This is an optimization exercise on Yosys and OpenROAD, whose aim is small area, a short achievable clock period and few clock cycles, not a production implementation.
In this exercise RTL edits were held to simulation tests only and were not proved equivalent to the original.
The clock port is modelled as an ideal driver; clocking choices that lean on that would not hold on a real chip.
Power is estimated from default activity; no workload was simulated.

v40:
## w21_col_mac_seq
module w21_col_mac_seq (
    input  logic                    clk,
    input  logic                    rst,
    input  logic                    start,
    output logic [ADDR_W-1:0]       adrs_clm,
    input  logic signed [D_W-1:0]   w_in,
    input  logic signed [D_W-1:0]   x_in,
    output logic                    busy,
    output logic                    done,
    output logic signed [D_W-1:0]   result
);
clock: 9.0 ns
lec_check: 0
abc_clock_period_in_ps: 3000
cap_margin: 20
core_margin: 2
core_utilization: 40
slew_margin: 20
synth_hierarchical: 1
standard.sh (not shown) runs the stock make flow with config.mk's settings and CLKGATE_MAP_FILE= SYNTH_SCRIPT=/design/flow/synth_recipe.tcl, a recipe that flattens the netlist after the stock synthesis.
==> flow/flow/run.sh <==
#!/bin/bash
# Layout flow: the standard ORFS layout (standard.sh, standard synthesis unchanged) with
#  - the port buffers made with the smallest plain buffer,
#  - after clock-tree synthesis, useful skew for the register-to-register paths through
#    the multiplier tree (flow/early_clock.tcl): the registers that launch the partial
#    products clocked from buffers of their own on the clock port, and the accumulator
#    and result registers from a buffer below their clock-tree leaf.
# Every make step writes its own log under orfs/logs/; make's output goes to flow_make*.log,
# the skew step's to early_clock.log, all in this folder.
set -euo pipefail
MARGIN=$(cat flow/margin.txt)
KNOBS=("SETUP_SLACK_MARGIN=${MARGIN}" "BUFFER_PORTS_ARGS=-buffer_cell sky130_fd_sc_hd__buf_1")
bash standard.sh "${KNOBS[@]}" cts > flow_make_cts.log 2>&1
RES=orfs/results/${FLOW_PLATFORM}/w21_col_mac_seq/base
CTS_ODB=$PWD/$RES/4_cts.odb \
LIB_FILE=${FLOW_HOME}/platforms/${FLOW_PLATFORM}/lib/sky130_fd_sc_hd__tt_025C_1v80.lib \
EARLY_BUFS=$(cat flow/early_bufs.txt) EARLY_CELL=sky130_fd_sc_hd__clkbuf_16 \
LATE_CELL=$(cat flow/late_cell.txt) \
  openroad -no_init -exit flow/early_clock.tcl > early_clock.log 2>&1
touch $RES/4_cts.sdc
bash standard.sh "${KNOBS[@]}" finish > flow_make.log 2>&1
test -s out/final.def
==> flow/flow/margin.txt <==
5.4
Other scripts of this flow, unchanged in this note and not shown: flow/flow/early_bufs.txt, flow/flow/early_clock.tcl, flow/flow/late_cell.txt
v40 finished end to end and its layout was clean on timing, DRC and antenna.
Testbench counts of v40, summed over its fixed seeds: cycles 14,504.
Input-level comparison between v44 and v40:
==> flow/flow/margin.txt <==
5.6
No run among v40 and v44 stopped early or left any final violation; all are clean. Compared with v40, v44 shows a lower fraction of standard cell area in multi-input logic. Comparing v40 with v44, the register share of the cell area came out essentially unchanged. v44 vs v40, startpoint of the most critical setup path: run$_DFF_PP0_ vs u_mac.w_q[14]$_DFF_P_. Sequential logic power essentially unchanged between v40 and v44. Net total in the final layout of v44 exceeds that of v40 slightly.
### v44 -> v28
# v44
export LEC_CHECK = 0
export ABC_CLOCK_PERIOD_IN_PS = 3000
export CAP_MARGIN = 20
export CORE_MARGIN = 2
export CORE_UTILIZATION = 40
export SLEW_MARGIN = 20
export SYNTH_HIERARCHICAL = 1
create_clock -name core_clock -period 9.0 [get_ports {clk}]
# v28
export LEC_CHECK = 0
export ABC_CLOCK_PERIOD_IN_PS = 3000
export CAP_MARGIN = 20
export CORE_MARGIN = 2
export CORE_UTILIZATION = 55
export SLEW_MARGIN = 20
export SYNTH_HIERARCHICAL = 1
create_clock -name core_clock -period 9.0 [get_ports {clk}]
==> flow/flow/margin.txt <==
5.5
- Changes observed in v28 relative to v44: finished layout cell area went down by 2.3%, setup slack after placement went down.
- Of the two values seen for termination of the worst setup path, busy was produced by v44 and u_mac.result[20]$_DFF_P_ by v28.
- Comparing v44 and v28, the higher worst hold slack was measured on v28.
- v28 vs v44, non-clock buffer count went down by 15%.
- o31ai_4 as the worst-path cell with the longest stage delay was reported by v28, and dfrtp_1 by v44.
- Comparing v28 with v44, the area of the multi-input gates came out essentially unchanged.
- In v28, the utilization came out 15 points above the value in v44.
- v28: share of the clock period used by the worst path after layout 0.64 points above v44
- Between v44 and v28, per-cell routed wire length increased.
- In the floorplan summary, v28 is listed with a die area less than that of v44.
For v56, these inputs were changed with respect to v28:
# v28
export LEC_CHECK = 0
export ABC_CLOCK_PERIOD_IN_PS = 3000
export CAP_MARGIN = 20
export CORE_MARGIN = 2
export CORE_UTILIZATION = 55
export SLEW_MARGIN = 20
export SYNTH_HIERARCHICAL = 1
create_clock -name core_clock -period 9.0 [get_ports {clk}]
# v56
export LEC_CHECK = 0
export ABC_CLOCK_PERIOD_IN_PS = 3000
export CAP_MARGIN = 20
export CORE_MARGIN = 2
export CORE_UTILIZATION = 45
export SLEW_MARGIN = 20
export SYNTH_HIERARCHICAL = 1
create_clock -name core_clock -period 9.0 [get_ports {clk}]
Results
When v56 is measured against v28, its ratio of final minimum period to clock period turns out 0.40 points lower.
Compared with v28, in v56 data required time of the worst path now sits lower; final setup slack of the worst path rose by 36 ps; sum of routed wire length over all layers now smaller.
Critical path's slowest cell = dfrtp_1: v56; critical path's slowest cell = o31ai_4: v28
[compare] base=v28 new=v56: total area of multi-input combinational cells was more or less identical, fraction of layout cells with a size suffix above 1 ~0 delta.

## separate check: timing with driven ports
In the flow no input, the clock included, has a driving cell. The finished layouts below were timed again as built, in two steps.
Step 1 assumes that a clkbuf_16 drives the clock port and a buf_2 every other input.
Step 2, shift: input delay + t, output delay - t, t = (earliest + latest rising clock arrival at the registers) / 2. This alone moves slack from input paths to output paths.
Three values: ideal, step 1, step 2; two values: the first two.
run | t (ns) | slack for setup (ns) | worst setup path after step 2 | clock arrival spread, ns
v40 | 0.395 | 5.615 / 5.615 / 5.615 | register to register | 0.319 / 0.319
v44 | 0.397 | 5.727 / 5.627 / 5.848 | register to register | 0.317 / 0.318
v28 | 0.386 | 5.670 / 5.633 / 5.670 | register to register | 0.353 / 0.353
v56 | 0.394 | 5.705 / 5.609 / 5.727 | register to register | 0.331 / 0.330
In every run listed the clock reaches the registers at very different times; t lies between them, and the last value is a rough guide only.
